Source: an optimization exercise on an open RTL-to-GDS flow (aim: small area). Production flows keep margins and buffers that such runs may drop. Only simulation tests tie the RTL to the original design; equivalence was not proved. The flow treats the clock pin as an ideal source, which a real chip does not have. Power and IR drop assume default switching activity.

## apb_modport
module apb_modport #(
    parameter int ADDR_WIDTH     = 32,
    parameter int DATA_WIDTH     = 32,
    parameter int NO_OF_SLAVES   = 7,
    parameter int REGS_PER_SLAVE = 8
) (
    input  logic                    pclock,
    input  logic                    presetn,    
    input  logic [ADDR_WIDTH-1:0]   paddr,
    input  logic [DATA_WIDTH-1:0]   pwdata,
    input  logic                    pwrite,
    input  logic [NO_OF_SLAVES-1:0] psel_x,
    input  logic                    penable,
    output logic [DATA_WIDTH-1:0]   prdata,
    output logic                    pready,
    output logic                    pslverr
);
    localparam int DATA_REGS = REGS_PER_SLAVE - 1;
    localparam int IDX_W     = $clog2(REGS_PER_SLAVE);
    localparam int WIN_LSB   = IDX_W + 2;
    localparam logic [15:0] ID_TAG = 16'hA9B0;
    localparam int NW        = NO_OF_SLAVES * DATA_REGS;
    logic [DATA_WIDTH-1:0] data_q [NW];
    logic [NW-1:0]         valid_q;
    logic [NW-1:0]         valid_d;
    logic [IDX_W-1:0]      reg_idx;
  ...
clock: 12.0 ns
lec_check: 0
cap_margin: 30
core_margin: 2
core_utilization: 40
cts_buf_list: sky130_fd_sc_hd__clkbuf_8
cts_cluster_diameter: 60
cts_cluster_size: 18
slew_margin: 30
synth_hierarchical: 1
synth_minimum_keep_size: 0
run.sh (not shown) runs the stock make flow with config.mk's settings and CLKGATE_MAP_FILE= SYNTH_SCRIPT=/design/flow/synth_recipe.tcl, a recipe that flattens the netlist after the stock synthesis.
The baseline went through all stages and came out clean.
Rerun with:
==> flow/flow/run.sh (new file) <==
#!/bin/bash
# Own flow: the standard ORFS layout, with smaller port buffers.
set -euo pipefail
echo 'export BUFFER_PORTS_ARGS = -buffer_cell sky130_fd_sc_hd__buf_1' >> config.mk
cp config.mk config_mk.txt
bash standard.sh finish > standard.log 2>&1
==> flow/standard.sh (new file) <==
#!/bin/bash
# synth_recipe.tcl (not shown) runs the flow's synth.tcl, then flattens the netlist and writes it again
# the make line also repeats each setting of config.mk as NAME=value (left out here)
make -C /OpenROAD-flow-scripts/flow DESIGN_CONFIG=/design/flow/config.mk WORK_HOME=/design/flow/orfs CLKGATE_MAP_FILE= SYNTH_SCRIPT=/design/flow/synth_recipe.tcl "${@:-finish}"
- BUFFER_PORTS_ARGS: default -> -buffer_cell sky130_fd_sc_hd__buf_1
- CAP_MARGIN: 30 -> 10
- CTS_BUF_LIST: sky130_fd_sc_hd__clkbuf_8 -> sky130_fd_sc_hd__clkbuf_16
- CTS_CLUSTER_DIAMETER: 60 -> 100
- CTS_CLUSTER_SIZE: 18 -> 32
- PLACE_DENSITY: default -> 0.85
- SLEW_MARGIN: 30 -> 10
removed: flow/run.sh
Total power drops by 5.0%.
Global-route usage drops by 1.9 points.
Critical path depth is unchanged.
Worst setup slack gets better by 1100 ps.
Cell area drops by 2.6%.
Clock skew is unchanged.
First-iteration DRC count climbs by 38%.
Worst hold slack stays flat.
Wire length drops by 7.4%.
Register-to-register slack gets worse by 40 ps.
Synthesized area stays the same.
Rerun with:
==> flow/flow/run.sh (replaced) <==
#!/bin/bash
# Own flow: the standard ORFS layout, with small port buffers and
# power/area recovery on non-critical gates after global routing.
set -euo pipefail
cp standard.sh standard_sh.txt
{
  echo 'export BUFFER_PORTS_ARGS = -buffer_cell sky130_fd_sc_hd__buf_2'
  echo 'export RECOVER_POWER = 100'
} >> config.mk
cp config.mk config_mk.txt
bash standard.sh finish > standard.log 2>&1
- BUFFER_PORTS_ARGS: -buffer_cell sky130_fd_sc_hd__buf_1 -> -buffer_cell sky130_fd_sc_hd__buf_2
- CAP_MARGIN: 10 -> 30
- PLACE_DENSITY: 0.85 -> default
- RECOVER_POWER: default -> 100
- SLEW_MARGIN: 10 -> 30
Outcome:
- The changed run finished but fails on capacitance limit, slew limit
- core utilization is lower by 0.15 points
- cell area falls by 0.35%
- sequential power is about the same
- area after synthesis does not change
- sequential cell count stays the same
- total power is higher by 0.82%
- register-to-register slack gains 20 ps
- global-route usage went up by 1.2 points
- via count fell by 4.1%
- worst hold slack is about the same
Rerun with:
==> flow/flow/run.sh (replaced) <==
#!/bin/bash
# Own flow: the standard ORFS layout, with smaller port buffers.
set -euo pipefail
echo 'export BUFFER_PORTS_ARGS = -buffer_cell sky130_fd_sc_hd__buf_2' >> config.mk
cp config.mk config_mk.txt
bash standard.sh finish > standard.log 2>&1
- CAP_MARGIN: 30 -> 10
- RECOVER_POWER: 100 -> default
- SLEW_MARGIN: 30 -> 10
What happened:
- With this change the flow completed without violations
- final area rose by 0.60%
- non-clock buffer count fell by 4
- synthesized area is unchanged
- combinational power is about the same
- wire length is about the same
- via count is about the same
- global-route usage hardly moves

* * *

Setup of run 1:
The RTL this note starts from:
==> flow/design.v <==
module rm_aoi222 (
    input  logic a0, b0, a1, b1, a2, b2,
    output logic y
);
    assign y = ~((a0 & b0) | (a1 & b1) | (a2 & b2));
endmodule
module rm_aoi21 (
    input  logic a0, b0, c,
    output logic y
);
    assign y = ~((a0 & b0) | c);
endmodule
module rm_nand4 (
    input  logic a, b, c, d,
    output logic y
);
    assign y = ~(a & b & c & d);
endmodule
module rm_nand3 (
    input  logic a, b, c,
    output logic y
);
    assign y = ~(a & b & c);
endmodule
module rm_nor2 (
    input  logic a, b,
    output logic y
);
    assign y = ~(a | b);
endmodule
module rm_nand2 (
    input  logic a, b,
    output logic y
);
    assign y = ~(a & b);
endmodule
module rm_and3 (
    input  logic a, b, c,
    output logic y
);
    assign y = a & b & c;
endmodule
module rm_or2 (
    input  logic a, b,
    output logic y
);
    assign y = a | b;
endmodule
module rm_rdbit #(
    parameter int N     = 49,
    parameter bit EXTRA = 1'b0
) (
    input  logic [N-1:0] sel,
    input  logic [N-1:0] d,
    input  logic         extra,
    output logic         y
);
    logic [15:0] n;
    logic        n16;
    logic [3:0]  h;
    logic [1:0]  g;
    for (genvar j = 0; j < 16; j++) begin : g_aoi
        rm_aoi222 u (.a0(sel[3*j]), .b0(d[3*j]), .a1(sel[3*j+1]), .b1(d[3*j+1]),
                     .a2(sel[3*j+2]), .b2(d[3*j+2]), .y(n[j]));
    end
    if (EXTRA) begin : g_x
        rm_aoi21 u_last (.a0(sel[48]), .b0(d[48]), .c(extra), .y(n16));
    end else begin : g_nx
        rm_nand2 u_last (.a(sel[48]), .b(d[48]), .y(n16));
    end
    for (genvar j = 0; j < 4; j++) begin : g_nand
        rm_nand4 u (.a(n[4*j]), .b(n[4*j+1]), .c(n[4*j+2]), .d(n[4*j+3]), .y(h[j]));
    end
    rm_nor2  u_g0 (.a(h[0]), .b(h[1]), .y(g[0]));
    rm_nor2  u_g1 (.a(h[2]), .b(h[3]), .y(g[1]));
    rm_nand3 u_out (.a(g[0]), .b(g[1]), .c(n16), .y(y));
endmodule
module apb_modport #(
    parameter int ADDR_WIDTH     = 32,
    parameter int DATA_WIDTH     = 32,
    parameter int NO_OF_SLAVES   = 7,
    parameter int REGS_PER_SLAVE = 8
) (
    input  logic                    pclock,
    input  logic                    presetn,    
    input  logic [ADDR_WIDTH-1:0]   paddr,
    input  logic [DATA_WIDTH-1:0]   pwdata,
    input  logic                    pwrite,
    input  logic [NO_OF_SLAVES-1:0] psel_x,
    input  logic                    penable,
    output logic [DATA_WIDTH-1:0]   prdata,
    output logic                    pready,
    output logic                    pslverr
);
    localparam int DATA_REGS = REGS_PER_SLAVE - 1;
    localparam int IDX_W     = $clog2(REGS_PER_SLAVE);
    localparam int WIN_LSB   = IDX_W + 2;
    localparam logic [15:0] ID_TAG = 16'hA9B0;
    localparam int NW        = NO_OF_SLAVES * DATA_REGS;
    logic [DATA_WIDTH-1:0] data_q [NW];
    logic [NW-1:0]         valid_q;
    logic [NW-1:0]         valid_d;
    logic [IDX_W-1:0]      reg_idx;
    logic                  sel_any;
    logic                  sel_multi;
    logic                  access;
    logic                  addr_ok;
    logic                  xfer_err;
    logic                  wr_en;
    logic                  rd_en;
    logic [REGS_PER_SLAVE-1:0] idx_dec;
    logic [REGS_PER_SLAVE-1:0] idx_dec_n;
    logic [NO_OF_SLAVES-1:0]   wk_n;
    logic [NO_OF_SLAVES-1:0]   rk;
    logic [NW-1:0]         wsel;
    logic [NW-1:0]         rsel;
    logic [DATA_WIDTH-1:0] id_word;
    logic [DATA_WIDTH-1:0] rd_id;
    always_comb begin
        sel_multi = 1'b0;
        for (int a = 0; a < NO_OF_SLAVES; a++)
            for (int b = a + 1; b < NO_OF_SLAVES; b++)
                sel_multi = sel_multi | (psel_x[a] & psel_x[b]);
    end
    assign sel_any  = |psel_x;
    assign reg_idx  = paddr[WIN_LSB-1:2];
    assign addr_ok  = ~|paddr[1:0] & ~|paddr[ADDR_WIDTH-1:WIN_LSB];
    assign access   = sel_any & penable;
    assign xfer_err = sel_multi | ~addr_ok | (pwrite & (reg_idx == IDX_W'(DATA_REGS)));
    assign wr_en    = access & pwrite & ~sel_multi & addr_ok;
    assign rd_en    = access & ~pwrite & ~sel_multi & addr_ok & ~presetn;
    always_comb
        for (int r = 0; r < REGS_PER_SLAVE; r++) begin
            idx_dec[r]   = (reg_idx == IDX_W'(r));
            idx_dec_n[r] = ~idx_dec[r];
        end
    always_comb
        for (int k = 0; k < NO_OF_SLAVES; k++) begin
            wk_n[k] = ~(wr_en & psel_x[k]);
            rk[k]   = rd_en & psel_x[k];
        end
    for (genvar k = 0; k < NO_OF_SLAVES; k++) begin : g_bank
        for (genvar r = 0; r < DATA_REGS; r++) begin : g_word
            localparam int W = k * DATA_REGS + r;
            rm_nor2 u_ws (.a(wk_n[k]), .b(idx_dec_n[r]), .y(wsel[W]));
            rm_or2  u_vd (.a(valid_q[W]), .b(wsel[W]), .y(valid_d[W]));
            rm_and3 u_rs (.a(rk[k]), .b(idx_dec[r]), .c(valid_q[W]), .y(rsel[W]));
        end
    end
    always_comb begin
        id_word = '0;
        for (int k = 0; k < NO_OF_SLAVES; k++)
            id_word = id_word | ({DATA_WIDTH{psel_x[k]}} & DATA_WIDTH'({ID_TAG, 8'h00, 8'(k)}));
        rd_id = id_word & {DATA_WIDTH{rd_en & idx_dec[DATA_REGS]}};
    end
    for (genvar b = 0; b < DATA_WIDTH; b++) begin : g_rd
        localparam logic [DATA_WIDTH-1:0] ID_ONES = DATA_WIDTH'({ID_TAG, 16'h00FF});
        logic [NW-1:0] col;
        for (genvar w = 0; w < NW; w++) begin : g_col
            assign col[w] = data_q[w][b];
        end
        rm_rdbit #(.N(NW), .EXTRA(ID_ONES[b])) u_bit (.sel(rsel), .d(col), .extra(rd_id[b]), .y(prdata[b]));
    end
    always_ff @(posedge pclock or posedge presetn) begin
        if (presetn) valid_q <= '0;
        else         valid_q <= valid_d;
    end
    always_ff @(posedge pclock) begin
        for (int w = 0; w < NW; w++)
            if (wsel[w]) data_q[w] <= pwdata;
    end
    assign pready  = access & ~presetn;
    assign pslverr = access & xfer_err & ~presetn;
endmodule
clock: 12.0 ns
lec_check: 0
cap_margin: 10
core_margin: 2
core_utilization: 40
cts_buf_list: sky130_fd_sc_hd__clkbuf_16
cts_cluster_diameter: 100
cts_cluster_size: 32
place_density: 0.85
slew_margin: 10
synth_hierarchical: 1
synth_minimum_keep_size: 0
Stock flow here: none of the scripts above is used.
diff inputs: run 1 => run 2
Settings: SLEW_MARGIN now 30, was 10; CAP_MARGIN now 30, was 10; GPL_TIMING_DRIVEN now 0, previously not set; PLACE_DENSITY no longer set, was 0.85.
Notes after the runs:
- The lower area growth from synthesis to final layout came out of run 1.
- Changes observed in run 2 relative to run 1: critical path depth has increased; synthesized cell count has remained practically unchanged; initial antenna violation count has decreased; routed wire length has increased.
- For run 1, the worst setup path endpoint was prdata[21], unlike run 2, where it was prdata[29].
- From run 1 to run 2 the numbers moved as follows: count of vias placed by the detailed router fell by 811; non-clock buffering overhead in the final layout rose 5.5 points; worst setup slack saw an increase; cell area went up.
> inputs changed (run 2 -> run 3)
Settings: GPL_TIMING_DRIVEN: 0 -> unset.
Notes after the runs:
On final total power, run 3 does worse than run 2. Compared with run 2, run 3 shows a lower area growth from synthesis to layout. Higher number of cells in the finished layout apart from fillers goes to run 2 over run 3. Relative to run 2, overall routed net length has decreased by about 1.6% in run 3. [run 3] critical path depth fell 1 relative to run 2. In the tables for run 2 and run 3, net switching power of the design reads lower with run 2. ~same worst hold slack in run 2 and run 3. Run 3 vs run 2, end point of the critical path: prdata[6] vs prdata[29].
Input changes introduced in run 4 (baseline for comparison: run 3):
Settings: changing CAP_MARGIN from 30 to 10; changing SLEW_MARGIN from 30 to 10; setting PLACE_DENSITY to 0.85 for the first time; setting BUFFER_PORTS_ARGS to -buffer_cell sky130_fd_sc_hd__buf_2 for the first time.
==> flow/flow/run.sh (new file) <==
#!/bin/bash
# Own flow: the standard ORFS layout, with smaller port buffers.
set -euo pipefail
echo 'export BUFFER_PORTS_ARGS = -buffer_cell sky130_fd_sc_hd__buf_2' >> config.mk
cp config.mk config_mk.txt
bash standard.sh finish > standard.log 2>&1
==> flow/standard.sh (new file) <==
#!/bin/bash
# synth_recipe.tcl (not shown) runs the flow's synth.tcl, then flattens the netlist and writes it again
# the make line also repeats each setting of config.mk as NAME=value (left out here)
make -C /OpenROAD-flow-scripts/flow DESIGN_CONFIG=/design/flow/config.mk WORK_HOME=/design/flow/orfs CLKGATE_MAP_FILE= SYNTH_SCRIPT=/design/flow/synth_recipe.tcl "${@:-finish}"
removed: flow/run.sh
## What came out
Proportion of power drawn by combinational gates in run 4 is 0.2 points below run 3.
Compared with run 3, run 4 shows switching fraction of total power lower by 0.40 points.
Run 4 vs run 3 — via density per instance climbed by a few percent
Measured against each other, run 4 and run 3 differ in maximum fanout along the worst path, the higher figure coming from run 4.
Between run 3 and run 4, the flow reports area of placed instances decreasing slightly.
Re met2 global-route usage: run 3 was higher than run 4.
Looking at smallest hold slack, run 4 sits 0.0075 ns above run 3.
Re via count: run 3 was lower than run 4.
Of run 4 and run 3, it is run 4 that has the lower ratio of final minimum period to clock period.
Sort run 4 and run 3 by total power asc -> top: run 4

* * *

## job 101
apb_modport, a different RTL version from the one above (not shown whole).
Size: ~2,600 cells after synthesis, ~1,600 flip-flops, roughly 56,000 µm² of cells after synthesis.
export LEC_CHECK = 0
export CAP_MARGIN = 0
export CORE_MARGIN = 2
export CORE_UTILIZATION = 40
export CTS_BUF_LIST = sky130_fd_sc_hd__clkbuf_16
export CTS_CLUSTER_DIAMETER = 100
export CTS_CLUSTER_SIZE = 32
export PLACE_DENSITY = 0.85
export SLEW_MARGIN = 0
export SYNTH_HIERARCHICAL = 1
export SYNTH_MINIMUM_KEEP_SIZE = 0
export BUFFER_PORTS_ARGS = -buffer_cell sky130_fd_sc_hd__buf_1
export CTS_ARGS = -sink_clustering_enable -repair_clock_nets -sink_clustering_size 32 -sink_clustering_max_diameter 100 -buf_list sky130_fd_sc_hd__clkbuf_16 -dont_use_dummy_load
create_clock -name core_clock -period 12.0 [get_ports {pclock}]
standard.sh (not shown) runs the stock make flow with config.mk's settings and CLKGATE_MAP_FILE= SYNTH_SCRIPT=/design/flow/synth_recipe.tcl, a recipe that flattens the netlist after the stock synthesis.
==> flow/flow/run.sh <==
#!/bin/bash
# Own flow: the standard ORFS layout, with smaller port buffers and a clock
# tree without dummy balancing loads.
set -euo pipefail
{
  echo 'export BUFFER_PORTS_ARGS = -buffer_cell sky130_fd_sc_hd__buf_1'
  echo 'export CTS_ARGS = -sink_clustering_enable -repair_clock_nets -sink_clustering_size 32 -sink_clustering_max_diameter 100 -buf_list sky130_fd_sc_hd__clkbuf_16 -dont_use_dummy_load'
} >> config.mk
cp config.mk config_mk.txt
bash standard.sh finish > standard.log 2>&1
Every stage of the flow completed for job 101, and the final layout passed the timing, DRC and antenna checks.
Inputs modified between job 101 and job 102:
Settings: CAP_MARGIN changed from 0 to 10; POST_CTS_TCL newly set to /design/flow/flow/post_cts.tcl; SLEW_MARGIN changed from 0 to 10.
==> flow/flow/run.sh <==
#!/bin/bash
# Own flow: the standard ORFS layout, with smaller port buffers, a clock
# tree without dummy balancing loads, and area recovery after CTS.
set -euo pipefail
{
  echo 'export BUFFER_PORTS_ARGS = -buffer_cell sky130_fd_sc_hd__buf_1'
  echo 'export CTS_ARGS = -sink_clustering_enable -repair_clock_nets -sink_clustering_size 32 -sink_clustering_max_diameter 100 -buf_list sky130_fd_sc_hd__clkbuf_16 -dont_use_dummy_load'
  echo "export POST_CTS_TCL = $PWD/flow/post_cts.tcl"
} >> config.mk
cp config.mk config_mk.txt
bash standard.sh finish > standard.log 2>&1
==> flow/flow/post_cts.tcl (new file) <==
# Area recovery after clock tree synthesis: downsize gates and buffers on
# paths with spare setup slack, then fix any slew or capacitance limit the
# downsizing broke, and legalise the placement again.
estimate_parasitics -placement
repair_timing -recover_power 100 -verbose
repair_design -slew_margin 10 -cap_margin 10 -verbose
detailed_placement
check_placement -verbose
- Job 101 reached the final stage; the timing, DRC and antenna checks on its layout passed.
- Job 102 completed end to end with timing, DRC and antenna clean.
- Changes observed in job 102 relative to job 101: switching share of power went up by 0.34 points; fmax now sits lower; final area shows an increase of about 2.5%.
- Going from job 101 to job 102, global router's overall resource usage went up 0.76 points; clock-cell share of area held; async set-or-reset flop fraction in the synthesized netlist held; part of the power in registers went down 0.5 points; clock latency on the worst-skew pair held.
Changes in job 103 relative to job 102:
Settings: POST_CTS_TCL: /design/flow/flow/post_cts.tcl -> unset; CORE_UTILIZATION: 40 -> 65.
==> flow/flow/run.sh <==
#!/bin/bash
# Own flow: the standard ORFS layout, with smaller port buffers and a clock
# tree without dummy balancing loads.
set -euo pipefail
{
  echo 'export BUFFER_PORTS_ARGS = -buffer_cell sky130_fd_sc_hd__buf_1'
  echo 'export CTS_ARGS = -sink_clustering_enable -repair_clock_nets -sink_clustering_size 32 -sink_clustering_max_diameter 100 -buf_list sky130_fd_sc_hd__clkbuf_16 -dont_use_dummy_load'
} >> config.mk
cp config.mk config_mk.txt
bash standard.sh finish > standard.log 2>&1
removed: flow/flow/post_cts.tcl
==> comparison <==
- In job 103 relative to job 102, first-iteration detailed-routing DRC count had gone down by a few percent.
- Job 102 -> job 103: synthesized cell count delta 0, exact match
- Power: job 103 vs job 102 down about 0.56%
- Against job 102, job 103 comes in 4.2 points lower on area growth from synthesis to layout.
- Relative to job 102, clock share of power decreased by 0.3 points in job 103.
Modified inputs, job 104 compared to job 103
Settings: swapping 65 for 40 in CORE_UTILIZATION.
==> summary.txt <==
Post-CTS clock slew at the launch and capture registers of the worst setup and hold paths across job 104 and job 103: no real change. The leakage power summed over all cells was comparable across job 104 and job 103. Relative to job 103, fraction of area in multi-input gates has gone down in job 104. Job 103 → job 104: worst hold slack shrank by 0.0063 ns, critical path depth shrank by 1, global-route track usage on met2 shrank by 20 points. [compare] base=job 103 new=job 104: number of diodes now larger; worst setup slack now smaller; via count now larger; wire length now larger.

==> what the ideal ports hide <==
The flow's constraints put no driver on any port. The routed layouts listed below were extracted and timed again, unchanged, in two steps. Step 1: set_driving_cell puts a clkbuf_16 on pclock and a buf_2 on each other input, an assumption about the parent block. Step 2 also shifts input and output timing later by t, the mid clock arrival at the registers, as if the neighbouring blocks saw the same clock. Three values: no drivers, after step 1, after step 2; two values: the first two.
| run | shift t [ns] | setup WS [ns] | hold slack, ns | cell pins on the clock port's net |
|---|---|---|---|---|
| the first run of note 1 | 0.877 | 1.455 / 1.434 / 1.434 | 0.463 / 0.463 / 0.463 | 1 |
| the second run of note 1 | 0.787 | 2.562 / 2.475 / 2.475 | 0.466 / 0.466 / 0.466 | 1 |
| the third run of note 1 | 0.780 | 1.601 / 1.581 / 1.581 | 0.468 / 0.468 / 0.468 | 1 |
| the fourth run of note 1 | 0.789 | 2.624 / 2.602 / 2.602 | 0.468 / 0.468 / 0.468 | 1 |
| run 1 | 0.758 | 1.446 / 1.416 / 1.416 | 0.468 / 0.468 / 0.468 | 1 |
| run 2 | 0.774 | 1.793 / 1.761 / 1.761 | 0.469 / 0.469 / 0.469 | 1 |
| run 3 | 0.780 | 1.661 / 1.640 / 1.640 | 0.467 / 0.467 / 0.467 | 1 |
| run 4 | 0.766 | 2.249 / 2.230 / 2.230 | 0.475 / 0.475 / 0.475 | 1 |
| job 101 | 0.725 | 2.316 / 2.253 / 2.253 | 0.469 / 0.469 / 0.469 | 1 |
| job 102 | 0.738 | 1.154 / 1.084 / 1.084 | 0.473 / 0.473 / 0.473 | 1 |
| job 103 | 0.722 | 3.185 / 3.160 / 3.160 | 0.475 / 0.475 / 0.475 | 1 |
| job 104 | 0.726 | 1.618 / 1.560 / 1.560 | 0.469 / 0.469 / 0.469 | 1 |
The setup slack of the second run of note 1, which loses most, moves by -0.087 ns with the drivers and by -0.087 ns with both steps.
